This is an optimization exercise on Yosys and OpenROAD, whose aim is a short achievable clock period and few clock cycles per item, not a production implementation. Only simulation tests tie the RTL to the original design; equivalence was not proved. Power figures rest on the tool's default switching activity, not on a simulated workload.

==> design/flow/design.v <==
`timescale 1ns/100ps
`default_nettype none
package corePkg;
  typedef enum logic [4:0] {
    AluAnd     = 5'd0,
    AluEor     = 5'd1,
    AluSub     = 5'd2,
    AluRsb     = 5'd3,
    AluAdd     = 5'd4,
    AluAdc     = 5'd5,
    AluSbc     = 5'd6,
    AluRsc     = 5'd7,
    AluTst     = 5'd8,
    AluTeq     = 5'd9,
    AluCmp     = 5'd10,
    AluCmn     = 5'd11,
    AluOrr     = 5'd12,
    AluMov     = 5'd13,
    AluBic     = 5'd14,
    AluMvn     = 5'd15,
    AluAddFour = 5'd16
  } aluOpE;
  typedef enum logic [1:0] {
    StFetch,
    StMemRead,
    StDecode,
    StExecute
  } microStateE;
  typedef enum logic [3:0] {
    CondEq, CondNe, CondCs, CondCc, CondMi, CondPl, CondVs, CondVc,
    CondHi, CondLs, CondGe, CondLt, CondGt, CondLe, CondAl
  } condCodeE;
  typedef struct packed {
    logic n;
    logic z;
    logic c;
    logic v;
  } flagsT;
endpackage
`default_nettype wire
`timescale 1ns/100ps
`default_nettype none
module armCore (
  input  wire logic        clk,
  input  wire logic        rstN,
  output logic             wbCyc,
  output logic             wbStb,
  output logic [31:0]      wbAdr,
  input  wire logic [31:0] wbDatI,
  input  wire logic        wbAck,
  output logic             retireValid,
  output logic [3:0]       retireReg,
  output logic [31:0]      retireData,
  output logic [3:0]       flags
);
  function automatic logic condOk(input logic [3:0] cc, input logic n, input logic z,
                                  input logic c, input logic v);
    case (cc)
      4'd0:  condOk = z;
      4'd1:  condOk = !z;
      4'd2:  condOk = c;
      4'd3:  condOk = !c;
      4'd4:  condOk = n;
      4'd5:  condOk = !n;
      4'd6:  condOk = v;
      4'd7:  condOk = !v;
      4'd8:  condOk = c && !z;
      4'd9:  condOk = !c || z;
      4'd10: condOk = n == v;
      4'd11: condOk = n != v;
      4'd12: condOk = !z && (n == v);
      4'd13: condOk = z || (n != v);
      4'd14: condOk = 1'b1;
      default: condOk = 1'b0;
    endcase
  endfunction
  logic        stbQ;
  logic        jwQ;       
  logic [31:0] adrQ;
  logic [31:0] adrInc;
  logic        fire;
  logic        potJ;
  assign fire   = stbQ & wbAck;
  assign adrInc = adrQ + 32'd4;
  assign potJ   = (wbDatI[15:12] == 4'hF) && (wbDatI[24:23] != 2'b10) &&
                  (wbDatI[31:28] != 4'hF);
  logic        irV;
  logic        irPJ;
  logic [31:0] irQ;
  logic [31:0] irPc4;
  logic        xV;
  logic        xPJ;
  logic [31:0] xX;
  logic [31:0] xY;
  logic [3:0]  xCond;
  logic        xS;
  logic        xWr;
  logic [3:0]  xRd;
  logic        xArith;
  logic [1:0]  xLsel;
  logic [1:0]  xCsel;
  logic [14:0][31:0] rf;
  logic        nQ;
  logic        cQ;
  logic        vQ;
  logic [31:0] zQ;
  logic        zf;
  logic        cin;
  logic [32:0] sum;
  logic [31:0] logicRes;
  logic [31:0] res;
  logic        ovf;
  logic        take;
  logic        resolve;
  assign zf   = ~|zQ;
  assign take = xV && condOk(xCond, nQ, zf, cQ, vQ);
  assign resolve = xV && xPJ;
  assign cin = xCsel[1] ? cQ : xCsel[0];
  assign sum = {1'b0, xX} + {1'b0, xY} + {32'b0, cin};
  assign ovf = (xX[31] == xY[31]) && (sum[31] != xX[31]);
  always_comb
  begin
    case (xLsel)
      2'd0: logicRes = xX & xY;
      2'd1: logicRes = xX ^ xY;
      2'd2: logicRes = xX | xY;
      default: logicRes = xY;
    endcase
  end
  assign res = xArith ? sum[31:0] : logicRes;
  logic [3:0]  op;
  logic [3:0]  rn;
  logic [63:0] immRot;
  logic [31:0] immB;
  logic [31:0] rfv;
  logic        fwd;
  logic [31:0] aVal;
  logic        swap;
  logic        invB;
  logic        arith;
  logic [1:0]  lsel;
  logic [1:0]  csel;
  assign op     = irQ[24:21];
  assign rn     = irQ[19:16];
  assign immRot = {24'b0, irQ[7:0], 24'b0, irQ[7:0]} >> {irQ[11:8], 1'b0};
  assign immB   = immRot[31:0];
  assign rfv    = (rn == 4'hF) ? irPc4 : rf[rn];
  assign fwd    = take && xWr && (xRd == rn);
  assign aVal   = fwd ? res : rfv;
  always_comb
  begin
    swap  = 1'b0;
    invB  = 1'b0;
    arith = 1'b1;
    lsel  = 2'd0;
    csel  = 2'd0;
    case (op)
      4'd0, 4'd8:  begin arith = 1'b0; lsel = 2'd0; end
      4'd1, 4'd9:  begin arith = 1'b0; lsel = 2'd1; end
      4'd2, 4'd10: begin invB = 1'b1; csel = 2'd1; end
      4'd3:        begin swap = 1'b1; csel = 2'd1; end
      4'd4, 4'd11: ;
      4'd5:        csel = 2'd2;
      4'd6:        begin invB = 1'b1; csel = 2'd2; end
      4'd7:        begin swap = 1'b1; csel = 2'd2; end
      4'd12:       begin arith = 1'b0; lsel = 2'd2; end
      4'd13:       begin arith = 1'b0; lsel = 2'd3; end
      4'd14:       begin arith = 1'b0; lsel = 2'd0; invB = 1'b1; end
      default:     begin arith = 1'b0; lsel = 2'd3; invB = 1'b1; end
    endcase
  end
  always_ff @(posedge clk or negedge rstN)
  begin
    if (!rstN)
    begin
      stbQ <= 1'b0;
      jwQ  <= 1'b0;
      adrQ <= 32'b0;
      irV  <= 1'b0;
      xV   <= 1'b0;
    end
    else
    begin
      if (fire)
        stbQ <= !potJ;
      else if (!jwQ || resolve)
        stbQ <= 1'b1;
      if (fire && potJ)
        jwQ <= 1'b1;
      else if (resolve)
        jwQ <= 1'b0;
      if (fire)
        adrQ <= adrInc;
      else if (resolve && take)
        adrQ <= res;
      irV <= fire;
      xV  <= irV;
    end
  end
  always_ff @(posedge clk)
  begin
    irQ   <= wbDatI;
    irPJ  <= potJ;
    irPc4 <= adrInc;
    xPJ    <= irPJ;
    xX     <= swap ? immB : aVal;
    xY     <= swap ? ~aVal : (invB ? ~immB : immB);
    xCond  <= irQ[31:28];
    xS     <= irQ[20];
    xWr    <= irQ[24:23] != 2'b10;
    xRd    <= irQ[15:12];
    xArith <= arith;
    xLsel  <= lsel;
    xCsel  <= csel;
  end
  always_ff @(posedge clk or negedge rstN)
  begin
    if (!rstN)
      rf <= '0;
    else if (take && xWr && xRd != 4'hF)
      rf[xRd] <= res;
  end
  always_ff @(posedge clk or negedge rstN)
  begin
    if (!rstN)
    begin
      nQ <= 1'b0;
      cQ <= 1'b0;
      vQ <= 1'b0;
      zQ <= 32'h1;
    end
    else if (take && xS)
    begin
      nQ <= res[31];
      zQ <= res;
      if (xArith)
      begin
        cQ <= sum[32];
        vQ <= ovf;
      end
    end
  end
  logic        retVQ;
  logic [3:0]  retRegQ;
  logic [31:0] retDataQ;
  logic [3:0]  flagsQ;
  always_ff @(posedge clk or negedge rstN)
  begin
    if (!rstN)
    begin
      retVQ  <= 1'b0;
      flagsQ <= 4'b0;
    end
    else
    begin
      retVQ  <= take && xWr;
      flagsQ <= {nQ, zf, cQ, vQ};
    end
  end
  always_ff @(posedge clk)
  begin
    retRegQ  <= xRd;
    retDataQ <= res;
  end
  assign wbStb       = stbQ;
  assign wbCyc       = stbQ;
  assign wbAdr       = adrQ;
  assign retireValid = retVQ;
  assign retireReg   = retRegQ;
  assign retireData  = retDataQ;
  assign flags       = flagsQ;
endmodule
`default_nettype wire
==> design/flow/run.sh <==
#!/bin/bash
# synth_recipe.tcl (not shown) runs the flow's synth.tcl, then flattens the netlist and writes it again
# the make line also repeats each setting of config.mk as NAME=value (left out here)
make -C /OpenROAD-flow-scripts/flow DESIGN_CONFIG=/design/flow/config.mk WORK_HOME=/design/flow/orfs CLKGATE_MAP_FILE= SYNTH_SCRIPT=/design/flow/synth_recipe.tcl finish
==> design/flow/config.mk <==
export PLATFORM = sky130hd
export DESIGN_NAME = armCore
export DESIGN_NICKNAME = armCore
export VERILOG_FILES = /design/flow/design.v
export SDC_FILE = /design/flow/constraint.sdc
export NUM_CORES = 4
export LEC_CHECK = 0
export CAP_MARGIN = 20
export CORE_MARGIN = 2
export CORE_UTILIZATION = 40
export SLEW_MARGIN = 20
==> design/flow/constraint.sdc <==
create_clock -name core_clock -period 9.0 [get_ports {clk}]
set_input_delay 1.8000 -clock core_clock [delete_from_list [all_inputs] [get_ports {clk}]]
set_output_delay 1.8000 -clock core_clock [all_outputs]
set_load 0.01 [all_outputs]
==> results of run 1 <==
layer usage:
layer / part of all wire / up-vias / wire length [um]
met1: 0.44 / 12562 / 44400
met5: 0 / - / 0
li1: - / 11568 / -
met3: 0.053 / 179 / 5410
met2: 0.47 / 714 / 48400
met4: 0.037 / 0 / 3750
state kept, by name, summed over array words and instances (netlist names), 4 cells and up:
| register | cells |
|---|---|
| xX | 32 |
| irPc4 | 32 |
| xCond | 4 |
| retRegQ | 4 |
| xRd | 4 |
| rf | 480 |
| flagsQ | 4 |
| zQ | 32 |
| retDataQ | 32 |
| xY | 32 |
| adrQ | 32 |
| irQ | 27 |
power by group through the flow:
stage / logic, mW / registers, mW / clock network [mW]
global placement: 0.858 / 3.49 / 0
finish: 0.865 / 3.43 / 3.50
CTS: 0.865 / 3.43 / 3.56
floorplan: 0.476 / 3.48 / 0
global route: 0.937 / 3.43 / 3.70
detailed placement: 0.861 / 3.49 / 0
layout make-up:
cell class	count	area, um2
clock inverters	30	327
diodes	1	2.50
inverters	141	529
multi-input cells	2160	15600
well taps	1144	1430
fillers	7946	45800
repair buffers	172	1620
clock buffers	119	2500
flip-flops and latches	738	17600
path summary, 6_finish.rpt:
path                          end  slack [ns]  cells past startpoint
min                        xRd[2]        0.33                      0
min reg2reg                xRd[2]        0.33                      0
min in group asynchronous  rf[51]        1.20                      1
max                        rf[28]        4.11                     12
max reg2reg                rf[28]        4.11                     12
max in group asynchronous  rf[86]        6.36                      2
cell usage after synthesis (all sizes together) (7+ instances only):
cell and number:
nor2 300, a22oi 7, nand4 17, a21o 21, inv 139, nor4 16
ha 68, mux2 95, a31oi 11, o22ai 9, o21a 12, nor2b 16
and2 14, and3 19, nor3 26, mux4 163, o31a 8, dfxtp 183
nand3 45, a21oi 294, o221ai 16, dfrtp 554, xor2 20, o311ai 13
clkbuf 197, a211oi 13, a211o 8, or3 16, buf 64, o21ai 301
xnor2 62, nand2b 19, mux2i 73, o211ai 22, nand2 375, o31ai 9
cells in the final DEF, fill, tap and decap left out, drive strengths merged, types with 73 or more instances in the layout:
cell type	count
a21oi	294
clkbuf	119
clkdlybuf4s50	105
dfrtp	554
dfxtp	183
inv	142
mux2	95
mux2i	73
mux4	163
nand2	375
nor2	300
o21ai	301
metrics by stage:
step | instance area [um2] | hold slack [ns] | utilization | worst slack [ns] | power (mW)
final | 39600 | 0.326 | 0.464 | 4.11 | 7.79
after floorplan | 34600 | 0.310 | - | 5.46 | 3.95
after global placement | 36700 | 0.310 | 0.430 | 3.98 | 4.34
after CTS | 39600 | 0.326 | 0.463 | 4.29 | 7.85
after detailed placement | 36700 | 0.312 | 0.430 | 4.36 | 4.35
after global routing | 39600 | 0.329 | 0.464 | 4.04 | 8.06
critical path: stages (launching register included):
cell	delay, ns
dfrtp_1	0.48
mux2_2	0.35
fa_1	0.42
inv_1	0.09
fa_1	0.18
nor2b_1	0.09
o2111ai_1	0.30
nand2_1	0.19
a21boi_0	0.65
o21ai_0	0.54
or3_1	0.56
a31oi_4	0.64
o21ai_0	0.20
kinds of logic (layout without fill, tap and decap cells):
kind of cell,count (synthesis),in the layout,synth area share
AO/OA/AOI/OAI,784,784,0.130
other,0,1,0
adder cells (fa/ha/maj),70,70,0.0257
multiplexers,331,331,0.158
flip-flops,738,738,0.507
buffers and inverters,402,462,0.0457
XOR/XNOR,82,82,0.0208
AND/OR/NAND/NOR,893,893,0.112
==> results.cfg, run 1 <==
[final_layout]
area_growth_pct = 14.4
drive_gt1_frac = 0.154
layoutNonFillerInstCount = 4505
nNetsFinal = 3400

[power]
vdd_drop_max_v = 0.000129
intPower_mw = 5.77
p_sw_mw = 2.02
p_leak_nw = 17.6
power.density_nw_per_um2 = 197
pwr-share-clk = 0.449
p_comb_frac = 0.111
seqPwrFrac = 0.440
sw_frac_of_total = 0.259

[synth]
yosysSeqAreaShare = 0.507
synthCells = 3300
synthesis.nets = 3405
synthFlopType = dfrtp_1
synth_edf_count = 0
syn-cell-area_um2 = 34600
synth_cell_types = 79
synth-seq-cells = 738
post_synth.cell_area_avg_um2 = 10.5
ys_warn_count = 1
synth_top_area_frac = 0.401
synth_area_leaders = dfrtp_1, mux4_2, dfxtp_1
async_reset_ff_frac = 0.752
synth_top_cell_by_area = dfrtp_1

[global_route]
use_met2 = 0.377
grt_max_degree = 137
grt_util_all_layers = 0.230
antenna_found_initial = 2
grt_pass1_vias = 24597
grt_overflow = 0
met1_usage = 0.311
grt_busiest_layer = met2
grt_pass1_wl_um = 155000
grt_util_met3 = 0.0322

[timing]
worst_slew_pin_slew_ns = 1.11
fin_crit_sh = 0.543
hold_viol = 0
fin_crit_ns = 4.89
rsz0062_at_grt = no
relSlewSlack = 0.237
final.setup.tns_ns = 0
fin_skew_ns = 0.0264
setup_viol = 0
final_max_slew_viol_count = 0
max_freq_mhz = 205

[clocking]
numCtsBuffers = 82
postCtsResizedCells = 0
cts_hold_repair.buffers = 0
cts_num_sinks = 738
clockBufferDepth = 3
tritoncts = built
worstSkewPairLatency_ns = 0.63
clk_pin_slew_worst_paths_ns = 0.07
cts.htree.levels = 3
cts_root_buf = clkbuf_16
cts_setup_buffers = 0

[setup_path]
worstPathArrival_ns = 5.34
critPathRequiredTime_ns = 9.46
worstSetupPathType = reg -> reg
startpoint_type = flip-flop
critPathMaxFanout = 15
r2r-start = cQ
crit_start = cQ
end_kind = flip-flop

[floorplan]
die_h_um = 298
die_x_um = 298
start_util = 0.405
coreArea_um2 = 85400
ioPinCount = 110
num_rows = 107
fp.dieArea_um2 = 88900

[flow_run]
drv_cap = 0

[placed_design]
dp_hpwl_um = 64100
routabilityCongestion = 0.917
place_inst = 4355
io_buffers = 106

[drt]
firstDrtPassIters = 5
via_count = 25023
ant_nets = 0
drc_errors = 0
totalWireLength_um = 102000
vias_per_cell = 5.55
drt_iter0_drc = 2017
avgRoutedWirePerCell_um = 22.6

[hold_path]
worst_hold_path_type = reg -> reg
holdCritStartpoint = irQ[14]

[status]
status = complete, no violations
Testbench counts, summed over its fixed seeds: cycles 21,917, instrs 9,600.
==> run 2, diff against run 1 <==
--- a/design/flow/design.v
+++ b/design/flow/design.v
@@ -85,8 +85,21 @@
   assign potJ   = (wbDatI[15:12] == 4'hF) && (wbDatI[24:23] != 2'b10) &&
                   (wbDatI[31:28] != 4'hF);
+  logic [15:0] immW;
+  logic [31:0] immF;
+  assign immW = {wbDatI[7:0], 8'b0} >> {wbDatI[9:8], 1'b0};
+  always_comb
+  begin
+    case (wbDatI[11:10])
+      2'd0: immF = {immW[7:0], 16'b0, immW[15:8]};
+      2'd1: immF = {immW[15:8], immW[7:0], 16'b0};
+      2'd2: immF = {8'b0, immW[15:8], immW[7:0], 8'b0};
+      default: immF = {16'b0, immW[15:8], immW[7:0]};
+    endcase
+  end
   logic        irV;
   logic        irPJ;
   logic [31:0] irQ;
   logic [31:0] irPc4;
+  logic [31:0] immB;
   logic        xV;
   logic        xPJ;
@@ -131,6 +144,4 @@
   logic [3:0]  op;
   logic [3:0]  rn;
-  logic [63:0] immRot;
-  logic [31:0] immB;
   logic [31:0] rfv;
   logic        fwd;
@@ -143,6 +154,4 @@
   assign op     = irQ[24:21];
   assign rn     = irQ[19:16];
-  assign immRot = {24'b0, irQ[7:0], 24'b0, irQ[7:0]} >> {irQ[11:8], 1'b0};
-  assign immB   = immRot[31:0];
   assign rfv    = (rn == 4'hF) ? irPc4 : rf[rn];
   assign fwd    = take && xWr && (xRd == rn);
@@ -170,4 +179,38 @@
     endcase
   end
+  logic        flagsStable;
+  logic        irCondOk;
+  logic        logicOp;
+  logic        simpleJ;
+  logic        early;
+  logic        earlyTake;
+  logic [31:0] jLogic;
+  logic [31:0] jTarget;
+  assign flagsStable = !(xV && xS) || irQ[31:28] == 4'hE;
+  assign irCondOk    = condOk(irQ[31:28], nQ, zf, cQ, vQ);
+  assign logicOp     = op[3:2] == 2'b11 || op[3:1] == 3'b000;
+  assign simpleJ     = (logicOp && (rn == 4'hF || !(xV && xWr && xRd == rn))) ||
+                       (rn == 4'hF && (op == 4'd4 || op == 4'd2));
+  assign early       = irV && irPJ && flagsStable && (simpleJ || !irCondOk);
+  assign earlyTake   = irCondOk && simpleJ;
+  always_comb
+  begin
+    case (op)
+      4'd0:    jLogic = rfv & immB;
+      4'd1:    jLogic = rfv ^ immB;
+      4'd12:   jLogic = rfv | immB;
+      4'd13:   jLogic = immB;
+      4'd14:   jLogic = rfv & ~immB;
+      default: jLogic = ~immB;
+    endcase
+  end
+  always_comb
+  begin
+    case (op)
+      4'd4:    jTarget = irPc4 + immB;
+      4'd2:    jTarget = irPc4 - immB;
+      default: jTarget = jLogic;
+    endcase
+  end
   always_ff @(posedge clk or negedge rstN)
   begin
@@ -184,12 +227,14 @@
       if (fire)
         stbQ <= !potJ;
-      else if (!jwQ || resolve)
+      else if (!jwQ || resolve || early)
         stbQ <= 1'b1;
       if (fire && potJ)
         jwQ <= 1'b1;
-      else if (resolve)
+      else if (resolve || early)
         jwQ <= 1'b0;
       if (fire)
         adrQ <= adrInc;
+      else if (early && earlyTake)
+        adrQ <= jTarget;
       else if (resolve && take)
         adrQ <= res;
@@ -203,5 +248,6 @@
     irPJ  <= potJ;
     irPc4 <= adrInc;
-    xPJ    <= irPJ;
+    immB  <= immF;
+    xPJ    <= irPJ && !early;
     xX     <= swap ? immB : aVal;
     xY     <= swap ? ~aVal : (invB ? ~immB : immB);
--- a/design/flow/config.mk
+++ b/design/flow/config.mk
@@ -6,6 +6,8 @@
 export NUM_CORES = 4
 export LEC_CHECK = 0
+export ABC_CLOCK_PERIOD_IN_PS = 2500
 export CAP_MARGIN = 20
 export CORE_MARGIN = 2
 export CORE_UTILIZATION = 40
+export SETUP_SLACK_MARGIN = 5
 export SLEW_MARGIN = 20
==> run 2 against run 1 <==
  * Via count increased by 30%
  * Non-clock buffer count rose by 111
  * The layout now fails its checks (max-capacitance violations, max-slew violations)
  * Design area rose by 19%
  * Largest power group unchanged
  * Highest routed layer is now met5
  * Synthesized area is 15% higher
  * Setup slack improved by 0.84 ns
  * Sequential cell count up 22
  * Worst hold slack got worse by 0.0023 ns
==> results.cfg, run 2 <==
[timing]
worst_slew_pin_slew_ns = 1.55
rsz0062_at_grt = yes
fin_crit_ns = 4.05
final.setup.tns_ns = 0
final_max_slew_viol_count = 9
max_freq_mhz = 247
fin_crit_sh = 0.450
setup_viol = 0
holdWs_ns = 0.324
hold_viol = 0
fin_skew_ns = 0.0195
relSlewSlack = -0.0412

[synth]
synthCells = 4189
synth.area.mux_share = 0.130
synth-seq-cells = 760
yosysSeqAreaShare = 0.451
syn-cell-area_um2 = 39900
synthesis.nets = 4359
yosysMostFrequentCell = dfrtp_1
synth_top_area_frac = 0.347
synth_top_family_by_area = compound AO/OA/AOI/OAI gates
async_reset_ff_frac = 0.730
synth_edf_count = 0
synthXorXnorAreaFrac = 0.0312
synth_cell_types = 85
synth_compound_area_frac = 0.171
yosys.area_share.simple = 0.123
post_synth_fa_ha_maj_area_fraction = 0.0429
synth_area_leaders = dfrtp_1, dfxtp_1, mux4_2
ys_warn_count = 1
yosys-top-cells-count = dfrtp_1, nand2_1, nor2_1, a21oi_1, o21ai_0
synthFlopType = dfrtp_1
post_synth.cell_area_avg_um2 = 9.53
synth_top_cell_by_area = dfrtp_1

[clocking]
cts_root_buf = clkbuf_16
tritoncts = built
cts_num_sinks = 760
clk_pin_slew_worst_paths_ns = 0.06
numCtsBuffers = 86
worstSkewPairLatency_ns = 0.65
cts.htree.levels = 3
clockBufferDepth = 3
cts_hold_repair.buffers = 0

[placed_design]
routabilityCongestion = 0.996
dp_hpwl_um = 86700
place_inst = 5332
io_buffers = 106

[floorplan]
start_util = 0.404
coreArea_um2 = 98700
die_x_um = 320
ioPinCount = 110
fp.dieArea_um2 = 102000
die_h_um = 320
num_rows = 115

[setup_path]
worstPathArrival_ns = 4.59
crit_chain = nor4_4 > buf_4 > nand4_1 > or4_4 > buf_6 > nor3_4 > nor2_2 > xnor2_2 > ha_1 > a21o_1 > a21o_1 > a21oi_2 > o21ai_4 > a21oi_2 > o41ai_4 > mux2i_1 > a211oi_2 > o41ai_2
rrSetupSlack_ns = 4.95
crit_slowest_cell = or4_4
max_stage_delay_ns = 0.61
critPathRequiredTime_ns = 9.54
end_kind = flip-flop
reg2regPathDepth = 18
r2r-start = immB[7]
r2r-end = adrQ[31]
path_delay_family = simple AND/OR/NAND/NOR gates
critPathMaxFanout = 4
worstSetupPathType = reg -> reg
startpoint_type = flip-flop
timing.critical_path.buf_inv = 2

[drt]
totalWireLength_um = 134000
drc_errors = 0
ant_nets = 0
firstDrtPassIters = 5
vias_per_cell = 5.82
via_count = 32538
drt_iter0_drc = 3469
avgRoutedWirePerCell_um = 24.0

[hold_path]
hold_end = xRd[1]
holdCritStartpoint = irQ[13]
whs_path_depth = 0
worst_hold_path_type = reg -> reg

[global_route]
grt_max_degree = 124
grt_pass1_vias = 31127
grt_util_all_layers = 0.258
grt_pass1_wl_um = 200000
antenna_found_initial = 7
grt_overflow = 0

[final_layout]
area_growth_pct = 17.7
top_register = rf
layoutNonFillerInstCount = 5594
layout_commonest_cell = dfrtp_1
nNetsFinal = 4404
final_cell_mix = dfrtp_1, nand2_1, nor2_1
largest_register_ffs = 480
drive_gt1_frac = 0.181

[status]
status = failed layout checks
violatedChecks = max-capacitance violations, max-slew violations

[power]
vdd_drop_max_v = 0.000173
p_leak_nw = 20.6
power.density_nw_per_um2 = 183

[flow_run]
drv_cap = 1
run 2: metal layers:
layer	vias to the layer above	GRT usage	wire length (um)
met2	1286	0.411	61200
met5	-	0	13
met4	2	0.0878	4600
li1	14892	-	-
met1	16126	0.361	58800
met3	232	0.0362	9630
run 2: area by class of cell:
| cell class | instances | area [um2] |
|---|---|---|
| inverters | 194 | 741 |
| well taps | 1287 | 1610 |
| clock inverters | 32 | 369 |
| multi-input cells | 2909 | 20800 |
| flip-flops and latches | 760 | 18100 |
| fillers | 9252 | 51700 |
| diodes | 1 | 2.50 |
| clock buffers | 128 | 2570 |
| repair buffers | 283 | 2780 |
run 2: cells by family after synthesis:
logic type / count (synthesis)
compound gates: 1155
simple gates: 1137
flops: 760
buf+inv: 522
mux: 338
xor+xnor: 142
fa+ha+maj: 135
run 2: how the worst max path moves through the flow:
stage	start	end	slack, ns	cells past startpoint
final	immB[7]	adrQ[31]	4.95	18
after global routing	immB[7]	adrQ[28]	4.89	16
after CTS	irQ[22]	adrQ[28]	4.90	17
after detailed placement	zQ[31]	rf[257]	3.73	9
after global placement	irQ[24]	adrQ[30]	3.80	15
after floorplan	irQ[23]	adrQ[30]	5.02	18
run 2: stage by stage:
step / setup WS [ns] / instance area [um2] / power [mW] / utilization
6_report: 4.95 / 47000 / 8.58 / 0.476
5_1_grt: 4.89 / 47000 / 8.90 / 0.476
4_1_cts: 4.90 / 46100 / 8.55 / 0.467
3_5_place_dp: 3.73 / 42100 / 4.83 / 0.427
3_3_place_gp: 3.80 / 42100 / 4.82 / 0.426
2_1_floorplan: 5.02 / 39900 / 4.33 / -
run 2: timing repair:
item / in CTS / in global routing
setup buffers: 44 / 52
gates cloned: 4 / 1
endpoints found under the setup margin: 574 / 64
gates resized for setup: 135 / 83
hold endpoints to repair: 0 / 0
pin swaps: 29 / 36
run 2: where the power goes:
part | internal [mW] | switching, mW
logic | 0.516 | 0.893
clock network | 2.11 | 1.51
registers | 3.48 | 0.0659
total | 6.11 | 2.47
Testbench counts of run 2, summed over its fixed seeds: cycles 19,800, instrs 9,600.
==> run 3, diff against run 2 <==
--- a/design/flow/config.mk
+++ b/design/flow/config.mk
@@ -6,8 +6,9 @@
 export NUM_CORES = 4
 export LEC_CHECK = 0
-export ABC_CLOCK_PERIOD_IN_PS = 2500
+export ABC_CLOCK_PERIOD_IN_PS = 2000
 export CAP_MARGIN = 20
 export CORE_MARGIN = 2
-export CORE_UTILIZATION = 40
+export CORE_UTILIZATION = 60
+export PLACE_DENSITY = 0.75
 export SETUP_SLACK_MARGIN = 5
 export SLEW_MARGIN = 20
==> run 3 against run 2 <==
  * The run now finishes clean
  * Synthesized cell count is the same
  * Setup slack improved by 0.034 ns
  * Synthesized area stayed put
  * Critical path depth fell by 2
  * Design area shrank 2.5%
  * Core utilization grew 22 points
  * Via count up 2.4%
  * Critical path type unchanged
  * Largest power group is now registers
==> results.cfg, run 3 <==
[floorplan]
fp.dieArea_um2 = 68600
start_util = 0.606
num_rows = 94
ioPinCount = 110
die_h_um = 262
die_x_um = 262
coreArea_um2 = 65900

[final_layout]
layoutNonFillerInstCount = 5130
fillCellCount = 5058
final_cell_mix = dfrtp_1, nand2_1, nor2_1
layout_commonest_cell = dfrtp_1
fin_area_um2 = 45800
drive_gt1_frac = 0.168
nNetsFinal = 4369
final_util = 0.695
area_growth_pct = 14.7
largest_register_ffs = 480
top_register = rf

[drt]
via_count = 33327
drc_errors = 0
totalWireLength_um = 128000
firstDrtPassIters = 8
vias_per_cell = 6.50
avgRoutedWirePerCell_um = 25.0
drt_iter0_drc = 3664
ant_nets = 0

[global_route]
grt_pass1_wl_um = 192000
grt_util_all_layers = 0.372
grt_overflow = 0
grt_max_degree = 103
antenna_found_initial = 6
grt_pass1_vias = 31726

[power]
finalPower_mw = 8.34
power.density_nw_per_um2 = 182
p_leak_nw = 20.3
vdd_drop_max_v = 0.000162

[setup_path]
cp_num_cells = 16
end_kind = flip-flop
crit_slowest_cell = or4_4
crit_chain = or4_4 > or3_4 > or3_4 > nor3_4 > nor2_2 > xnor2_1 > ha_1 > a21o_1 > a21o_1 > a21oi_2 > o21ai_2 > a21oi_2 > o41ai_4 > mux2i_1 > a211oi_2 > o41ai_2
path_delay_family = simple AND/OR/NAND/NOR gates
worstSetupPathType = reg -> reg
max_stage_delay_ns = 0.52
reg2regPathDepth = 16
worstPathArrival_ns = 4.55
critPathMaxFanout = 5
startpoint_type = flip-flop
timing.critical_path.buf_inv = 0
critPathRequiredTime_ns = 9.53

[synth]
syn-cell-area_um2 = 39900
ys_warn_count = 1
synth-seq-cells = 760
synthCells = 4189
synth_cell_types = 85
async_reset_ff_frac = 0.730
synth_edf_count = 0
yosys-top-cells-count = dfrtp_1, nand2_1, nor2_1, a21oi_1, o21ai_0
synth_top_cell_by_area = dfrtp_1
yosysSeqAreaShare = 0.451
synthesis.nets = 4359
yosysMostFrequentCell = dfrtp_1
synth_area_leaders = dfrtp_1, dfxtp_1, mux4_2
synth_top_area_frac = 0.347
synthFlopType = dfrtp_1
post_synth.cell_area_avg_um2 = 9.53

[clocking]
cts_root_buf = clkbuf_16
numCtsBuffers = 80
clockBufferDepth = 3
cts_num_sinks = 760
tritoncts = built
cts.htree.levels = 3
worstSkewPairLatency_ns = 0.66
clk_pin_slew_worst_paths_ns = 0.06

[timing]
max_freq_mhz = 249
fin_crit_ns = 4.01
rsz0062_at_grt = yes
worst_slew_pin_slew_ns = 1.17
hold_viol = 0
fin_ws_ns = 4.99
final.setup.tns_ns = 0
fin_skew_ns = 0.0289
final_max_slew_viol_count = 0
holdWs_ns = 0.326
fin_crit_sh = 0.446
setup_viol = 0
relSlewSlack = 0.219

[status]
status = complete, no violations

[flow_run]
drv_cap = 0

[placed_design]
dp_hpwl_um = 82200
pre_cts_ws_ns = 3.80
io_buffers = 106
postPlaceCellArea_um2 = 41500
place_inst = 4911
routabilityCongestion = 1.05

[hold_path]
whs_path_depth = 0
worst_hold_path_type = reg -> reg
[run 3: cell counts after synthesis]
Identical to the previous run, type by type.
[run 3: timing repair]
item                                    4_1_cts  5_1_grt
cloned                                        1        0
endpoints found under the setup margin      622      129
resized for setup                           122       82
buffers inserted                             27       42
pin swaps                                    24       45
hold buffers                                  0        0
[run 3: kinds of logic after synthesis]
logic type / Yosys count / synth area share
AO/OA/AOI/OAI: 1155 / 0.171
AND/OR/NAND/NOR: 1137 / 0.123
flip-flops: 760 / 0.451
buffers and inverters: 522 / 0.0515
multiplexers: 338 / 0.130
XOR/XNOR: 142 / 0.0312
adder cells (fa/ha/maj): 135 / 0.0429
[run 3: final timing paths]
path	slack, ns	endpoint	start
max in group asynchronous	5.73	cQ	rstN
hold reg to reg	0.33	xArith	arith
setup reg to reg	4.99	adrQ[31]	immB[20]
hold / removal	0.33	xArith	arith
min in group asynchronous	1.15	rf[5]	rstN
setup / recovery	4.99	adrQ[31]	immB[20]
[run 3: layer usage]
| layer | share of wire | track usage | vias up |
|---|---|---|---|
| met5 | 0.00018 | 0 | - |
| met4 | 0.058 | 0.189 | 4 |
| met3 | 0.088 | 0.0625 | 407 |
| met2 | 0.45 | 0.580 | 1639 |
| met1 | 0.40 | 0.507 | 16495 |
| li1 | - | - | 14782 |
[run 3: area by class of cell]
cell class | instances | area (um2) | share of cell area
multi-input combinational | 2907 | 20700 | 0.451
sequential | 760 | 18000 | 0.394
timing repair buffer | 256 | 2490 | 0.0545
clock buffer | 125 | 2390 | 0.0522
tap | 864 | 1080 | 0.0236
inverter | 194 | 737 | 0.0161
clock inverter | 22 | 357 | 0.00779
antenna | 2 | 5.00 | 0.000109
[run 3: report_power, final]
part           internal, mW  switching [mW]
logic                 0.484           0.880
registers              3.48          0.0681
clock network          1.99            1.43
total                  5.96            2.38
==> run 4, diff against run 3 <==
==> design/flow/flow/run.sh (new file) <==
#!/bin/bash
set -euo pipefail
bash standard.sh SETUP_SLACK_MARGIN=${MARGIN:-6.3} finish > orfs_make.log 2>&1
==> design/flow/standard.sh (new file) <==
#!/bin/bash
# synth_recipe.tcl (not shown) runs the flow's synth.tcl, then flattens the netlist and writes it again
# the make line also repeats each setting of config.mk as NAME=value (left out here)
make -C /OpenROAD-flow-scripts/flow DESIGN_CONFIG=/design/flow/config.mk WORK_HOME=/design/flow/orfs CLKGATE_MAP_FILE= SYNTH_SCRIPT=/design/flow/synth_recipe.tcl "${@:-finish}"
--- a/design/flow/config.mk
+++ b/design/flow/config.mk
@@ -7,8 +7,7 @@
 export LEC_CHECK = 0
 export ABC_CLOCK_PERIOD_IN_PS = 2000
-export CAP_MARGIN = 20
+export CAP_MARGIN = 30
 export CORE_MARGIN = 2
 export CORE_UTILIZATION = 60
 export PLACE_DENSITY = 0.75
-export SETUP_SLACK_MARGIN = 5
-export SLEW_MARGIN = 20
+export SLEW_MARGIN = 30
removed: design/flow/run.sh
==> run 4 against run 3 <==
  * The run now fails in 5_1_grt
  * Synthesized cell count did not move
  * Synthesized area unchanged
==> results.cfg, run 4 <==
[status]
status = stopped before the end
lastStage = 5_1_grt
tool.error = [ERROR GRT-0116] Global routing finished with congestion. Check the congestion regions in the DRC Viewer.

[synth]
synthesis.nets = 4359
async_reset_ff_frac = 0.730
post_synth.cell_area_avg_um2 = 9.53
synth_area_leaders = dfrtp_1, dfxtp_1, mux4_2
yosysMostFrequentCell = dfrtp_1
synthFlopType = dfrtp_1
synthCells = 4189
syn-cell-area_um2 = 39900
synth_top_cell_by_area = dfrtp_1
yosysSeqAreaShare = 0.451
ys_warn_count = 1
yosys-top-cells-count = dfrtp_1, nand2_1, nor2_1, a21oi_1, o21ai_0
synth_top_area_frac = 0.347
synth_edf_count = 0
synth_cell_types = 85
synth-seq-cells = 760

[global_route]
grt_util_all_layers = 0.713
grt_pass1_vias = 47166
grt_overflow = 4
grt_max_degree = 166
grt_pass1_wl_um = 346000

[placed_design]
io_buffers = 106
dp_hpwl_um = 84500
routabilityCongestion = 1.04

[floorplan]
start_util = 0.606
die_h_um = 262
die_x_um = 262
ioPinCount = 110
num_rows = 94

[clocking]
cts_num_sinks = 760
numCtsBuffers = 81
cts.htree.levels = 3
clockBufferDepth = 3
cts_hold_repair.buffers = 0
cts_root_buf = clkbuf_16
## run 4: cell counts after synthesis
No cell type changed its count.
## run 4: metrics by stage
stage          power [mW]   util  cells  setup WS, ns  instance area, um2
4_1_cts              9.12  0.859   5557          5.26               56600
3_5_place_dp         4.92  0.643   4906          4.23               42400
3_3_place_gp         4.90  0.642   4905          4.18               42300
2_1_floorplan        4.46      -   4189          5.35               41400
## run 4: cell families after synthesis
family          after synthesis  synth area share
fa+ha+maj                   135            0.0429
compound gates             1155             0.171
buf+inv                     522            0.0515
flops                       760             0.451
simple gates               1137             0.123
xor+xnor                    142            0.0312
mux                         338             0.130
## run 4: worst max path at each step
stage | from | end | slack, ns
CTS | immB[2] | adrQ[26] | 5.26
detailed placement | irQ[16] | adrQ[27] | 4.23
global placement | irQ[16] | adrQ[8] | 4.18
floorplan | immB[20] | adrQ[31] | 5.35
## run 4: power groups by stage
stage	Sequential, mW	Combinational [mW]	Clock [mW]
floorplan	3.59	0.863	0
global placement	3.63	1.28	0
detailed placement	3.63	1.30	0
CTS	3.56	2.04	3.52
## run 4: repair_timing
action	CTS
pin swaps	289
setup buffers	376
hold endpoints to repair	0
setup endpoints to repair	845
cloned	126
resized for setup	1671
## run 4: layer usage
layer / overflow / GRT usage
met5: 0 / 0.396
met4: 3 / 0.620
met3: 1 / 0.621
met2: 0 / 0.851
met1: 0 / 0.721
==> run 5, diff against run 4 <==
--- a/design/flow/design.v
+++ b/design/flow/design.v
@@ -75,4 +75,26 @@
     endcase
   endfunction
+  function automatic logic [32:0] ksAdd(input logic [31:0] a, input logic [31:0] b,
+                                        input logic ci);
+    logic [31:0] p;
+    logic [31:0] gg;
+    logic [31:0] pp;
+    logic [32:0] c;
+    p  = a ^ b;
+    gg = a & b;
+    pp = p;
+    for (int d = 1; d < 32; d = d * 2)
+      for (int i = 31; i >= d; i--)
+      begin
+        gg[i] = gg[i] | (pp[i] & gg[i-d]);
+        pp[i] = pp[i] & pp[i-d];
+      end
+    c = {gg | (pp & {32{ci}}), ci};
+    ksAdd = {c[32], p ^ c[31:0]};
+  endfunction
+  function automatic logic sumZero(input logic [31:0] a, input logic [31:0] b,
+                                   input logic ci);
+    sumZero = &(~(a ^ b ^ {a[30:0] | b[30:0], ci}));
+  endfunction
   logic        stbQ;
   logic        jwQ;       
@@ -87,4 +109,5 @@
   logic [15:0] immW;
   logic [31:0] immF;
+  logic        subF;
   assign immW = {wbDatI[7:0], 8'b0} >> {wbDatI[9:8], 1'b0};
   always_comb
@@ -97,4 +120,5 @@
     endcase
   end
+  assign subF = wbDatI[24:21] == 4'd2;
   logic        irV;
   logic        irPJ;
@@ -102,4 +126,6 @@
   logic [31:0] irPc4;
   logic [31:0] immB;
+  logic [31:0] jOp;       
+  logic        jCin;
   logic        xV;
   logic        xPJ;
@@ -114,9 +140,10 @@
   logic [1:0]  xCsel;
   logic [14:0][31:0] rf;
+  logic [14:0] rfOk;
   logic        nQ;
   logic        cQ;
   logic        vQ;
-  logic [31:0] zQ;
   logic        zf;
+  logic        zNext;
   logic        cin;
   logic [32:0] sum;
@@ -126,9 +153,8 @@
   logic        take;
   logic        resolve;
-  assign zf   = ~|zQ;
-  assign take = xV && condOk(xCond, nQ, zf, cQ, vQ);
+  assign take    = xV && condOk(xCond, nQ, zf, cQ, vQ);
   assign resolve = xV && xPJ;
   assign cin = xCsel[1] ? cQ : xCsel[0];
-  assign sum = {1'b0, xX} + {1'b0, xY} + {32'b0, cin};
+  assign sum = ksAdd(xX, xY, cin);
   assign ovf = (xX[31] == xY[31]) && (sum[31] != xX[31]);
   always_comb
@@ -142,9 +168,9 @@
   end
   assign res = xArith ? sum[31:0] : logicRes;
+  assign zNext = xArith ? sumZero(xX, xY, cin) : ~|logicRes;
   logic [3:0]  op;
   logic [3:0]  rn;
   logic [31:0] rfv;
   logic        fwd;
-  logic [31:0] aVal;
   logic        swap;
   logic        invB;
@@ -152,9 +178,10 @@
   logic [1:0]  lsel;
   logic [1:0]  csel;
-  assign op     = irQ[24:21];
-  assign rn     = irQ[19:16];
-  assign rfv    = (rn == 4'hF) ? irPc4 : rf[rn];
-  assign fwd    = take && xWr && (xRd == rn);
-  assign aVal   = fwd ? res : rfv;
+  logic [31:0] otherX;
+  logic [31:0] otherY;
+  assign op  = irQ[24:21];
+  assign rn  = irQ[19:16];
+  assign rfv = (rn == 4'hF) ? irPc4 : (rfOk[rn] ? rf[rn] : 32'b0);
+  assign fwd = take && xWr && (xRd == rn);
   always_comb
   begin
@@ -179,19 +206,26 @@
     endcase
   end
+  assign otherX = swap ? immB : rfv;
+  assign otherY = swap ? ~rfv : (invB ? ~immB : immB);
   logic        flagsStable;
   logic        irCondOk;
   logic        logicOp;
+  logic        pcAddSub;
   logic        simpleJ;
   logic        early;
   logic        earlyTake;
   logic [31:0] jLogic;
+  logic [31:0] jSum;
   logic [31:0] jTarget;
+  logic [32:0] jAdd;
   assign flagsStable = !(xV && xS) || irQ[31:28] == 4'hE;
   assign irCondOk    = condOk(irQ[31:28], nQ, zf, cQ, vQ);
   assign logicOp     = op[3:2] == 2'b11 || op[3:1] == 3'b000;
-  assign simpleJ     = (logicOp && (rn == 4'hF || !(xV && xWr && xRd == rn))) ||
-                       (rn == 4'hF && (op == 4'd4 || op == 4'd2));
+  assign pcAddSub    = rn == 4'hF && (op == 4'd4 || op == 4'd2);
+  assign simpleJ     = (logicOp && (rn == 4'hF || !(xV && xWr && xRd == rn))) || pcAddSub;
   assign early       = irV && irPJ && flagsStable && (simpleJ || !irCondOk);
   assign earlyTake   = irCondOk && simpleJ;
+  assign jAdd        = ksAdd(irPc4, jOp, jCin);
+  assign jSum        = jAdd[31:0];
   always_comb
   begin
@@ -205,12 +239,5 @@
     endcase
   end
-  always_comb
-  begin
-    case (op)
-      4'd4:    jTarget = irPc4 + immB;
-      4'd2:    jTarget = irPc4 - immB;
-      default: jTarget = jLogic;
-    endcase
-  end
+  assign jTarget = logicOp ? jLogic : jSum;
   always_ff @(posedge clk or negedge rstN)
   begin
@@ -249,7 +276,9 @@
     irPc4 <= adrInc;
     immB  <= immF;
+    jOp   <= subF ? ~immF : immF;
+    jCin  <= subF;
     xPJ    <= irPJ && !early;
-    xX     <= swap ? immB : aVal;
-    xY     <= swap ? ~aVal : (invB ? ~immB : immB);
+    xX     <= (fwd && !swap) ? res : otherX;
+    xY     <= (fwd && swap) ? ~res : otherY;
     xCond  <= irQ[31:28];
     xS     <= irQ[20];
@@ -260,10 +289,20 @@
     xCsel  <= csel;
   end
+  logic rfWe;
+  assign rfWe = take && xWr && xRd != 4'hF;
+  for (genvar k = 0; k < 15; k++)
+  begin : gRf
+    always_ff @(posedge clk)
+    begin
+      if (rfWe && xRd == k)
+        rf[k] <= res;
+    end
+  end
   always_ff @(posedge clk or negedge rstN)
   begin
     if (!rstN)
-      rf <= '0;
-    else if (take && xWr && xRd != 4'hF)
-      rf[xRd] <= res;
+      rfOk <= '0;
+    else if (rfWe)
+      rfOk[xRd] <= 1'b1;
   end
   always_ff @(posedge clk or negedge rstN)
@@ -274,10 +313,10 @@
       cQ <= 1'b0;
       vQ <= 1'b0;
-      zQ <= 32'h1;
+      zf <= 1'b0;
     end
     else if (take && xS)
     begin
       nQ <= res[31];
-      zQ <= res;
+      zf <= zNext;
       if (xArith)
       begin
==> design/flow/run.sh (new file) <==
#!/bin/bash
# synth_recipe.tcl (not shown) runs the flow's synth.tcl, then flattens the netlist and writes it again
# the make line also repeats each setting of config.mk as NAME=value (left out here)
make -C /OpenROAD-flow-scripts/flow DESIGN_CONFIG=/design/flow/config.mk WORK_HOME=/design/flow/orfs CLKGATE_MAP_FILE= SYNTH_SCRIPT=/design/flow/synth_recipe.tcl finish
--- a/design/flow/config.mk
+++ b/design/flow/config.mk
@@ -9,5 +9,5 @@
 export CAP_MARGIN = 30
 export CORE_MARGIN = 2
-export CORE_UTILIZATION = 60
-export PLACE_DENSITY = 0.75
+export CORE_UTILIZATION = 50
+export SETUP_SLACK_MARGIN = 5
 export SLEW_MARGIN = 30
removed: design/flow/flow/run.sh
removed: design/flow/standard.sh
==> run 5 against run 4 <==
  * Now clean on timing, DRC and antenna
  * Synthesized area down 5.3%
  * Synthesized cell count down 26%
==> results.cfg, run 5 <==
[hold_path]
hold_end = xLsel[0]
worst_hold_path_type = reg -> reg
whs_path_depth = 0
holdCritStartpoint = lsel[0]

[flow_run]
drv_cap = 0

[timing]
hold_viol = 0
worst_slew_pin_slew_ns = 1.08
final_max_slew_viol_count = 0
final.setup.tns_ns = 0
fin_crit_sh = 0.438
relSlewSlack = 0.267
fin_crit_ns = 3.94
setup_viol = 0
fin_ws_ns = 5.06
rsz0062_at_grt = yes
fin_skew_ns = 0.0311
max_freq_mhz = 254
holdWs_ns = 0.325

[setup_path]
critPathMaxFanout = 14
worstPathArrival_ns = 4.46
critPathRequiredTime_ns = 9.53
startpoint_type = flip-flop
worstSetupPathType = reg -> reg
rrSetupSlack_ns = 5.06
end_kind = flip-flop
r2r-end = adrQ[20]
r2r-start = irQ[16]
reg2regPathDepth = 14

[placed_design]
postPlaceCellArea_um2 = 40000
io_buffers = 106
dp_hpwl_um = 85300
routabilityCongestion = 0.966
pre_cts_ws_ns = 3.78
place_inst = 4037

[final_layout]
area_growth_pct = 15.2
top_register = rf
fin_area_um2 = 43600
drive_gt1_frac = 0.162
layout_commonest_cell = edfxtp_1
nNetsFinal = 3358
final_util = 0.583
layoutNonFillerInstCount = 4227
final_cell_mix = edfxtp_1, nand2_1, dfxtp_1
largest_register_ffs = 480

[floorplan]
start_util = 0.506
ioPinCount = 110
num_rows = 100
die_x_um = 279
die_h_um = 279
fp.dieArea_um2 = 77800
coreArea_um2 = 74700

[clocking]
clk_pin_slew_worst_paths_ns = 0.06
cts_hold_repair.buffers = 0
numCtsBuffers = 83
cts.htree.levels = 3
clockBufferDepth = 3
tritoncts = built
cts_root_buf = clkbuf_16
cts_num_sinks = 778
worstSkewPairLatency_ns = 0.65

[synth]
synthesis.nets = 3254
synth_cell_types = 94
synthFlopType = edfxtp_1
synth_area_leaders = edfxtp_1, dfxtp_1, mux4_2
syn-cell-area_um2 = 37800
synth_top_area_frac = 0.381
post_synth.cell_area_avg_um2 = 12.3
async_reset_ff_frac = 0.0771
synth_edf_count = 480
synth-seq-cells = 778
synth_top_cell_by_area = edfxtp_1
yosysSeqAreaShare = 0.547
synthCells = 3081
yosys-top-cells-count = edfxtp_1, nand2_1, dfxtp_1, o21ai_0, inv_1
yosysMostFrequentCell = edfxtp_1
ys_warn_count = 1

[global_route]
grt_max_degree = 73
grt_pass1_vias = 26669
grt_util_all_layers = 0.323
grt_overflow = 0
grt_pass1_wl_um = 181000
antenna_found_initial = 7

[power]
p_comb_frac = 0.152
p_leak_nw = 16.2
finalPower_mw = 9.03
power.density_nw_per_um2 = 207
vdd_drop_max_v = 0.000206
intPower_mw = 6.58
seqPwrFrac = 0.451
p_sw_mw = 2.44
sw_frac_of_total = 0.271
pwr-share-clk = 0.397

[drt]
via_count = 26822
firstDrtPassIters = 6
totalWireLength_um = 126000
avgRoutedWirePerCell_um = 29.7
ant_nets = 0
drc_errors = 0
drt_iter0_drc = 2605
vias_per_cell = 6.35

[status]
status = complete, no violations
## run 5: cell families (layout without fill, tap and decap cells)
group / after synthesis / count (layout) / share of synthesized area
other: 0 / 2 / 0
and+or+nand+nor: 668 / 668 / 0.0832
xor gates and xnor gates: 173 / 173 / 0.0401
AOI/OAI and AO/OA: 694 / 694 / 0.120
adders and majority gates: 138 / 138 / 0.0461
buffers and inverters: 364 / 539 / 0.0392
muxes: 266 / 266 / 0.125
DFF: 778 / 778 / 0.547
## run 5: how the worst max path moves through the flow
| stage | start | to | slack (ns) | depth (start not counted) |
|---|---|---|---|---|
| floorplan | zf | rf[448] | 5.17 | 7 |
| global placement | irQ[16] | adrQ[10] | 3.82 | 11 |
| detailed placement | irQ[16] | adrQ[10] | 3.78 | 11 |
| CTS | irQ[16] | adrQ[20] | 4.87 | 14 |
| global route | irQ[16] | adrQ[14] | 4.88 | 15 |
| finish | irQ[16] | adrQ[20] | 5.06 | 14 |
## run 5: critical path: stages, from the launching register on
cell and delay [ns]:
dfxtp_4 0.46, buf_16 0.21, buf_16 0.20, mux4_2 0.52, mux4_2 0.60, a22o_1 0.25, inv_1 0.09, ha_1 0.23
a2bb2oi_1 0.24, o21ai_0 0.14, a21oi_1 0.18, o22ai_1 0.11, a21oi_2 0.26, a31oi_1 0.12, a22o_1 0.19
## run 5: repair_timing
item                       CTS  global route
cloned                       3             3
resized for setup           41            24
setup buffers               16            10
pin swaps                    6             9
setup endpoints to repair   47            62
## run 5: power by group through the flow
stage / sequential (mW) / clock, mW / combinational, mW
after floorplan: 4.13 / 0 / 0.756
after detailed placement: 4.15 / 0 / 1.30
after CTS: 4.07 / 3.64 / 1.34
final: 4.07 / 3.59 / 1.37
after global placement: 4.15 / 0 / 1.27
after global routing: 4.08 / 3.78 / 1.46
## run 5: area by class of cell
type	count	area [um2]
fillers	5995	31100
flip-flops and latches	778	20700
multi-input cells	1939	16000
clock buffers	111	2260
repair buffers	210	2110
well taps	969	1210
inverters	173	653
clock inverters	45	644
diodes	2	5.00
## run 5: routing by layer
metal  GRT usage  part of all wire  vias up
met5           0           0.00010        -
met2       0.541              0.48     1177
met3      0.0405             0.062      309
li1            -                 -    11776
met4       0.166             0.058        2
met1       0.414              0.40    13558
Testbench counts of run 5, summed over its fixed seeds: cycles 19,800, instrs 9,600.
==> run 6, diff against run 5 <==
==> design/flow/flow/run.sh (new file) <==
#!/bin/bash
set -euo pipefail
bash standard.sh SETUP_SLACK_MARGIN=${MARGIN:-6.0} finish > orfs_make.log 2>&1
==> design/flow/standard.sh (new file) <==
#!/bin/bash
# synth_recipe.tcl (not shown) runs the flow's synth.tcl, then flattens the netlist and writes it again
# the make line also repeats each setting of config.mk as NAME=value (left out here)
make -C /OpenROAD-flow-scripts/flow DESIGN_CONFIG=/design/flow/config.mk WORK_HOME=/design/flow/orfs CLKGATE_MAP_FILE= SYNTH_SCRIPT=/design/flow/synth_recipe.tcl "${@:-finish}"
--- a/design/flow/config.mk
+++ b/design/flow/config.mk
@@ -9,5 +9,4 @@
 export CAP_MARGIN = 30
 export CORE_MARGIN = 2
-export CORE_UTILIZATION = 50
-export SETUP_SLACK_MARGIN = 5
+export CORE_UTILIZATION = 45
 export SLEW_MARGIN = 30
removed: design/flow/run.sh
==> run 6 against run 5 <==
  * Register-to-register slack improved by 0.30 ns
  * Non-clock buffer count up 227
  * Wire length increased by 6.9%
  * Setup slack better by 0.30 ns
  * Critical path type unchanged
  * Critical endpoint is now adrQ[27]
  * Largest cell class unchanged
  * Highest routed layer is now met4
==> results.cfg, run 6 <==
[power]
p_leak_nw = 18.0
vdd_drop_max_v = 0.000213
finalPower_mw = 9.35
power.density_nw_per_um2 = 194

[setup_path]
critPathRequiredTime_ns = 9.47
critPathMaxFanout = 6
startpoint_type = flip-flop
max_stage_delay_ns = 0.59
worstPathArrival_ns = 4.11
crit_slowest_cell = mux4_2
worstSetupPathType = reg -> reg
reg2regPathDepth = 13
path_delay_family = compound AO/OA/AOI/OAI gates
cp_num_cells = 13
timing.critical_path.buf_inv = 2
path_common_cell = mux4_2
end_kind = flip-flop
crit_chain = buf_12 > buf_16 > mux4_2 > mux4_2 > a22oi_2 > ha_1 > a2bb2oi_2 > o21ai_0 > a21oi_1 > o22ai_1 > and3_1 > a2111oi_2 > o211ai_1

[clocking]
worstSkewPairLatency_ns = 0.65
clockBufferDepth = 3
clk_pin_slew_worst_paths_ns = 0.06
cts_root_buf = clkbuf_16
numCtsBuffers = 82
tritoncts = built
cts_hold_repair.buffers = 0
cts.htree.levels = 3
cts_num_sinks = 778

[timing]
relSlewSlack = 0.256
setup_viol = 0
fin_ws_ns = 5.36
final.setup.tns_ns = 0
fin_skew_ns = 0.0362
hold_viol = 0
fin_crit_ns = 3.64
fin_crit_sh = 0.405
worst_slew_pin_slew_ns = 1.11
final_max_slew_viol_count = 0
holdWs_ns = 0.326
max_freq_mhz = 275
rsz0062_at_grt = yes

[placed_design]
place_inst = 4135
dp_hpwl_um = 82500
io_buffers = 106
routabilityCongestion = 0.952
pre_cts_ws_ns = 4.11

[floorplan]
die_h_um = 294
die_x_um = 294
num_rows = 106
fp.dieArea_um2 = 86400
start_util = 0.453
ioPinCount = 110
coreArea_um2 = 83400

[status]
status = complete, no violations

[synth]
yosysMostFrequentCell = edfxtp_1
synthFlopType = edfxtp_1
synthCells = 3081
synth_area_leaders = edfxtp_1, dfxtp_1, mux4_2
yosys-top-cells-count = edfxtp_1, nand2_1, dfxtp_1, o21ai_0, inv_1
async_reset_ff_frac = 0.0771
yosysSeqAreaShare = 0.547
synth_cell_types = 94
synth_top_cell_by_area = edfxtp_1
synth_edf_count = 480
synth-seq-cells = 778
synthesis.nets = 3254
synth_top_area_frac = 0.381
syn-cell-area_um2 = 37800
post_synth.cell_area_avg_um2 = 12.3
ys_warn_count = 1

[drt]
ant_nets = 0
totalWireLength_um = 134000
drc_errors = 0
avgRoutedWirePerCell_um = 29.4
firstDrtPassIters = 5
drt_iter0_drc = 3041
vias_per_cell = 6.14
via_count = 28059

[hold_path]
whs_path_depth = 0
worst_hold_path_type = reg -> reg

[global_route]
grt_pass1_wl_um = 188000
grt_pass1_vias = 26908
grt_overflow = 0
antenna_found_initial = 5
grt_util_all_layers = 0.301
grt_max_degree = 73

[final_layout]
layoutNonFillerInstCount = 4568
nNetsFinal = 3590
final_cell_mix = edfxtp_1, nand2_1, dfxtp_1
top_register = rf
area_growth_pct = 27.4
largest_register_ffs = 480
drive_gt1_frac = 0.316
layout_commonest_cell = edfxtp_1

[flow_run]
drv_cap = 0
## run 6: cell counts after synthesis
No cell type changed its count.
## run 6: layout make-up
class	count	area, um2
fill	6592	35200
sequential	778	20800
multi-input combinational	1945	17700
timing repair buffer	437	4900
clock buffer	112	2370
tap	1080	1350
inverter	173	668
clock inverter	40	460
antenna	3	7.51
## run 6: timing repair
action / 4_1_cts / 5_1_grt
setup buffers: 161 / 80
endpoints found under the setup margin: 1045 / 667
resized for setup: 692 / 205
endpoints found under the hold margin: 0 / 0
pin swaps: 107 / 110
gates cloned: 27 / 10
## run 6: per-layer routing
layer / up-vias / wire, um / track usage / share of wire
li1: 12236 / - / - / -
met1: 14225 / 54000 / 0.404 / 0.40
met2: 1303 / 62900 / 0.488 / 0.47
met3: 295 / 10300 / 0.0426 / 0.077
met4: 0 / 7120 / 0.136 / 0.053
met5: - / 0 / 0 / 0
## run 6: power breakdown
group | internal (mW) | total (mW) | switching (mW)
sequential | 3.99 | 4.07 | 0.0773
combinational | 0.731 | 1.77 | 1.04
clock | 2.04 | 3.51 | 1.47
total | 6.77 | 9.35 | 2.58
## run 6: logic make-up after synthesis
group                      Yosys count  share of synthesized area
muxes                              266                      0.125
buffers and inverters              364                     0.0392
AOI/OAI and AO/OA                  694                      0.120
and+or+nand+nor                    668                     0.0832
xor gates and xnor gates           173                     0.0401
DFF                                778                      0.547
adders and majority gates          138                     0.0461
## run 6: path summary, 6_finish.rpt
path                               from       end  slack [ns]
worst max-delay path            irQ[16]  adrQ[27]        5.36
worst min-delay path            csel[0]  xCsel[0]        0.33
worst max register to register  irQ[16]  adrQ[27]        5.36
worst min register to register  csel[0]  xCsel[0]        0.33
max in group asynchronous          rstN  adrQ[27]        7.27
min in group asynchronous          rstN   adrQ[4]        1.13
## run 6: stage by stage
step	util	area (um2)
global placement	0.481	40100
detailed placement	0.482	40200
finish	0.578	48200
floorplan	-	38200
CTS	0.557	46400
global route	0.578	48200
==> run 7, diff against run 6 <==
--- a/design/flow/design.v
+++ b/design/flow/design.v
@@ -126,4 +126,5 @@
   logic [31:0] irPc4;
   logic [31:0] immB;
+  logic [15:0] rnSel;     
   logic [31:0] jOp;       
   logic        jCin;
@@ -182,5 +183,10 @@
   assign op  = irQ[24:21];
   assign rn  = irQ[19:16];
-  assign rfv = (rn == 4'hF) ? irPc4 : (rfOk[rn] ? rf[rn] : 32'b0);
+  always_comb
+  begin
+    rfv = {32{rnSel[15]}} & irPc4;
+    for (int k = 0; k < 15; k++)
+      rfv = rfv | ({32{rnSel[k] & rfOk[k]}} & rf[k]);
+  end
   assign fwd = take && xWr && (xRd == rn);
   always_comb
@@ -276,4 +282,6 @@
     irPc4 <= adrInc;
     immB  <= immF;
+    for (int k = 0; k < 16; k++)
+      rnSel[k] <= wbDatI[19:16] == k;
     jOp   <= subF ? ~immF : immF;
     jCin  <= subF;
==> design/flow/flow/run.sh (replaced) <==
#!/bin/bash
set -euo pipefail
bash standard.sh SETUP_SLACK_MARGIN=${MARGIN:-6.2} finish > orfs_make.log 2>&1
==> run 7 against run 6 <==
  * Non-clock buffer count is 46 higher
  * Clock power about the same
  * Cell count is 1.5% higher
  * Sequential cell count grew 16
  * Sequential share of layout area grew 1.2 points
  * Clock skew shrank 0.014 ns
  * Worst hold slack hardly changed
  * First-iteration DRC count is 23% higher
  * Core utilization up 1.6 points
  * Synthesized cell count increased by 1.7%
  * Synthesized area decreased by 3.6%
  * Register-to-register slack better by 0.48 ns
  * Critical endpoint is now adrQ[30]
  * Highest routed layer is now met5
==> results.cfg, run 7 <==
[global_route]
grt_max_degree = 71
grt_pass1_vias = 27155
grt_pass1_wl_um = 188000
antenna_found_initial = 8
grt_util_all_layers = 0.313
grt_overflow = 0

[synth]
synthFlopType = edfxtp_1
synthesis.nets = 3271
yosysSeqAreaShare = 0.576
post_synth.cell_area_avg_um2 = 11.6
async_reset_ff_frac = 0.0756
yosys-top-cells-count = edfxtp_1, dfxtp_1, nand3_1, nand2_1, inv_1
synth_cell_types = 90
yosysMostFrequentCell = edfxtp_1
syn-cell-area_um2 = 36500
synth_top_cell_by_area = edfxtp_1
synthCells = 3132
ys_warn_count = 1
synth_top_area_frac = 0.395
synth_area_leaders = edfxtp_1, dfxtp_1, dfrtp_1
synth_edf_count = 480
synth-seq-cells = 794

[timing]
max_freq_mhz = 316
fin_crit_ns = 3.16
rsz0062_at_grt = yes
worst_slew_pin_slew_ns = 0.944
setup_viol = 0
final.setup.tns_ns = 0
fin_crit_sh = 0.351
relSlewSlack = 0.371
hold_viol = 0
final_max_slew_viol_count = 0
fin_skew_ns = 0.0223

[drt]
totalWireLength_um = 140000
vias_per_cell = 6.28
drt_iter0_drc = 3754
ant_nets = 0
avgRoutedWirePerCell_um = 30.2
firstDrtPassIters = 6
via_count = 29103
drc_errors = 0

[setup_path]
critPathRequiredTime_ns = 9.50
critPathMaxFanout = 8
startpoint_type = flip-flop
worstPathArrival_ns = 3.66
end_kind = flip-flop
timing.critical_path.buf_inv = 2
worstSetupPathType = reg -> reg
crit_chain = inv_2 > ha_4 > a21oi_2 > a21boi_1 > a311o_2 > o211a_4 > nor4b_4 > o311ai_2 > a31oi_2 > bufinv_8 > a222oi_1 > o21ai_1
crit_slowest_cell = a311o_2
max_stage_delay_ns = 0.45
path_delay_family = compound AO/OA/AOI/OAI gates

[final_layout]
fin_area_um2 = 47700
layoutNonFillerInstCount = 4635
drive_gt1_frac = 0.312
multi_input_area_um2 = 16400
top_register = rf
largest_register_ffs = 480
final_cell_mix = edfxtp_1, buf_4, nand3_1
fillCellCount = 6385
area_growth_pct = 30.9
nNetsFinal = 3641
layout_commonest_cell = edfxtp_1
seq_area_um2 = 21200

[floorplan]
die_h_um = 289
start_util = 0.453
fp.dieArea_um2 = 83300
coreArea_um2 = 80400
ioPinCount = 110
num_rows = 104
die_x_um = 289

[clocking]
clk_pin_slew_worst_paths_ns = 0.06
cts_root_buf = clkbuf_16
cts_hold_repair.buffers = 0
cts.htree.levels = 3
cts_num_sinks = 794
numCtsBuffers = 84
worstSkewPairLatency_ns = 0.64
tritoncts = built
clockBufferDepth = 3

[placed_design]
io_buffers = 106
place_inst = 4178
dp_hpwl_um = 83100
postPlaceCellArea_um2 = 39100
routabilityCongestion = 0.967

[flow_run]
drv_cap = 0

[hold_path]
worst_hold_path_type = reg -> reg

[power]
vdd_drop_max_v = 0.000150
power.density_nw_per_um2 = 250
p_leak_nw = 18.1

[status]
status = complete, no violations
-- run 7: changes by cell type in the layout (fill, tap and decap cells not counted), moves of 32 or more --
cell	change
nand4_1	+38
ha_1	-42
o21ai_0	-45
nand3_1	+136
mux4_2	-126
a21oi_1	-32
a22oi_1	+78
mux2i_1	-33
inv_1	-40
dfxtp_2	+35
nor2_1	-40
nand2_1	-77
-- run 7: worst reg2reg max path: cells and delay by family, from the launching register on --
family,cells,cell delay (ns)
AO/OA/AOI/OAI,8,1.86
adder cells (fa/ha/maj),1,0.25
buffers and inverters,2,0.29
flip-flops,1,0.36
AND/OR/NAND/NOR,1,0.27
-- run 7: final cells by class --
| class | count | area share |
|---|---|---|
| antenna | 3 | 0.000157 |
| clock buffer | 120 | 0.0508 |
| clock inverter | 36 | 0.00771 |
| inverter | 150 | 0.0133 |
| multi-input combinational | 1988 | 0.343 |
| sequential | 794 | 0.443 |
| tap | 1060 | 0.0278 |
| timing repair buffer | 483 | 0.114 |
| timing repair inverter | 1 | 0.000157 |
-- run 7: report_power, final --
group / total (mW) / switching [mW] / leakage, nW / internal (mW)
logic: 3.77 / 2.13 / 9.51 / 1.64
clock network: 3.51 / 1.45 / 1.39 / 2.06
registers: 4.67 / 0.304 / 7.19 / 4.36
total: 11.9 / 3.89 / 18.1 / 8.05
-- run 7: kinds of logic (layout without fill, tap and decap cells) --
group	after synthesis	in the layout	share of synthesized area
simple gates	881	885	0.126
buf+inv	354	790	0.0384
flops	794	794	0.576
fa+ha+maj	104	104	0.0361
compound gates	706	706	0.136
mux	103	103	0.0410
other cells	0	3	0
xor+xnor	190	190	0.0459
-- run 7: repair_timing --
action,4_1_cts,5_1_grt
pin swaps,80,120
cloned,6,31
buffers inserted,145,116
endpoints found under the setup margin,1136,1047
gates resized for setup,773,329
-- run 7: per-stage QoR --
step / setup slack (ns) / power (mW) / utilization / hold WS, ns
3_5_place_dp: 4.54 / 7.28 / 0.486 / 0.313
4_1_cts: 5.90 / 11.3 / 0.557 / 0.325
5_1_grt: 5.81 / 12.3 / 0.593 / 0.336
2_1_floorplan: 6.03 / 6.10 / - / 0.310
6_report: 5.84 / 11.9 / 0.594 / 0.326
3_3_place_gp: 4.57 / 7.22 / 0.486 / 0.313
-- run 7: metal layers --
metal / global-route usage / share of wire
met1: 0.411 / 0.38
met2: 0.493 / 0.46
met3: 0.0742 / 0.11
met4: 0.144 / 0.053
met5: 0 / 0.00096
-- run 7: path summary, 6_finish.rpt --
kind / from / end / slack [ns] / cells after the start
max: xX[12] / adrQ[30] / 5.84 / 12
min: arith / xArith / 0.33 / 0
max reg2reg: xX[12] / adrQ[30] / 5.84 / 12
min reg2reg: arith / xArith / 0.33 / 0
max in group asynchronous: rstN / adrQ[25] / 7.29 / 1
min in group asynchronous: rstN / rfOk[4] / 1.16 / 1
Testbench counts of run 7, summed over its fixed seeds: cycles 19,800, instrs 9,600.

-- afterwards: timing with drivers on the ports --
How much do the figures lean on ideal ports? The routed layouts below were timed once more, with nothing changed but the port constraints. Step 1: set_driving_cell puts a clkbuf_16 on clk and a buf_2 on each other input, an assumption about the parent block. Step 2 adds t to the input delays and takes it off the output delays; t is the mean of the earliest and latest rising clock arrival at the registers after step 1. Input paths then give back, and output paths get back, about the clock's delay inside the block. a / b / c = ideal ports / drivers / drivers and shift; a / b = the first two.
| run | t, ns | setup slack, ns | worst setup path after step 2 | worst register clock-pin slew, ns |
|---|---|---|---|---|
| run 1 | 0.691 | 4.113 / 4.113 / 4.113 | register to register | 0.07 / 0.07 |
| run 2 | 0.710 | 4.951 / 4.951 / 4.630 | input to register | 0.07 / 0.07 |
| run 3 | 0.709 | 4.986 / 4.986 / 4.585 | input to register | 0.07 / 0.07 |
| run 5 | 0.706 | 5.061 / 5.061 / 4.437 | input to register | 0.06 / 0.06 |
| run 6 | 0.697 | 5.359 / 5.359 / 5.045 | input to register | 0.07 / 0.07 |
| run 7 | 0.687 | 5.839 / 5.839 / 5.394 | input to register | 0.07 / 0.07 |
For run 5, which loses most, drivers alone change the setup slack by 0.000 ns; drivers and shift together by -0.624 ns.
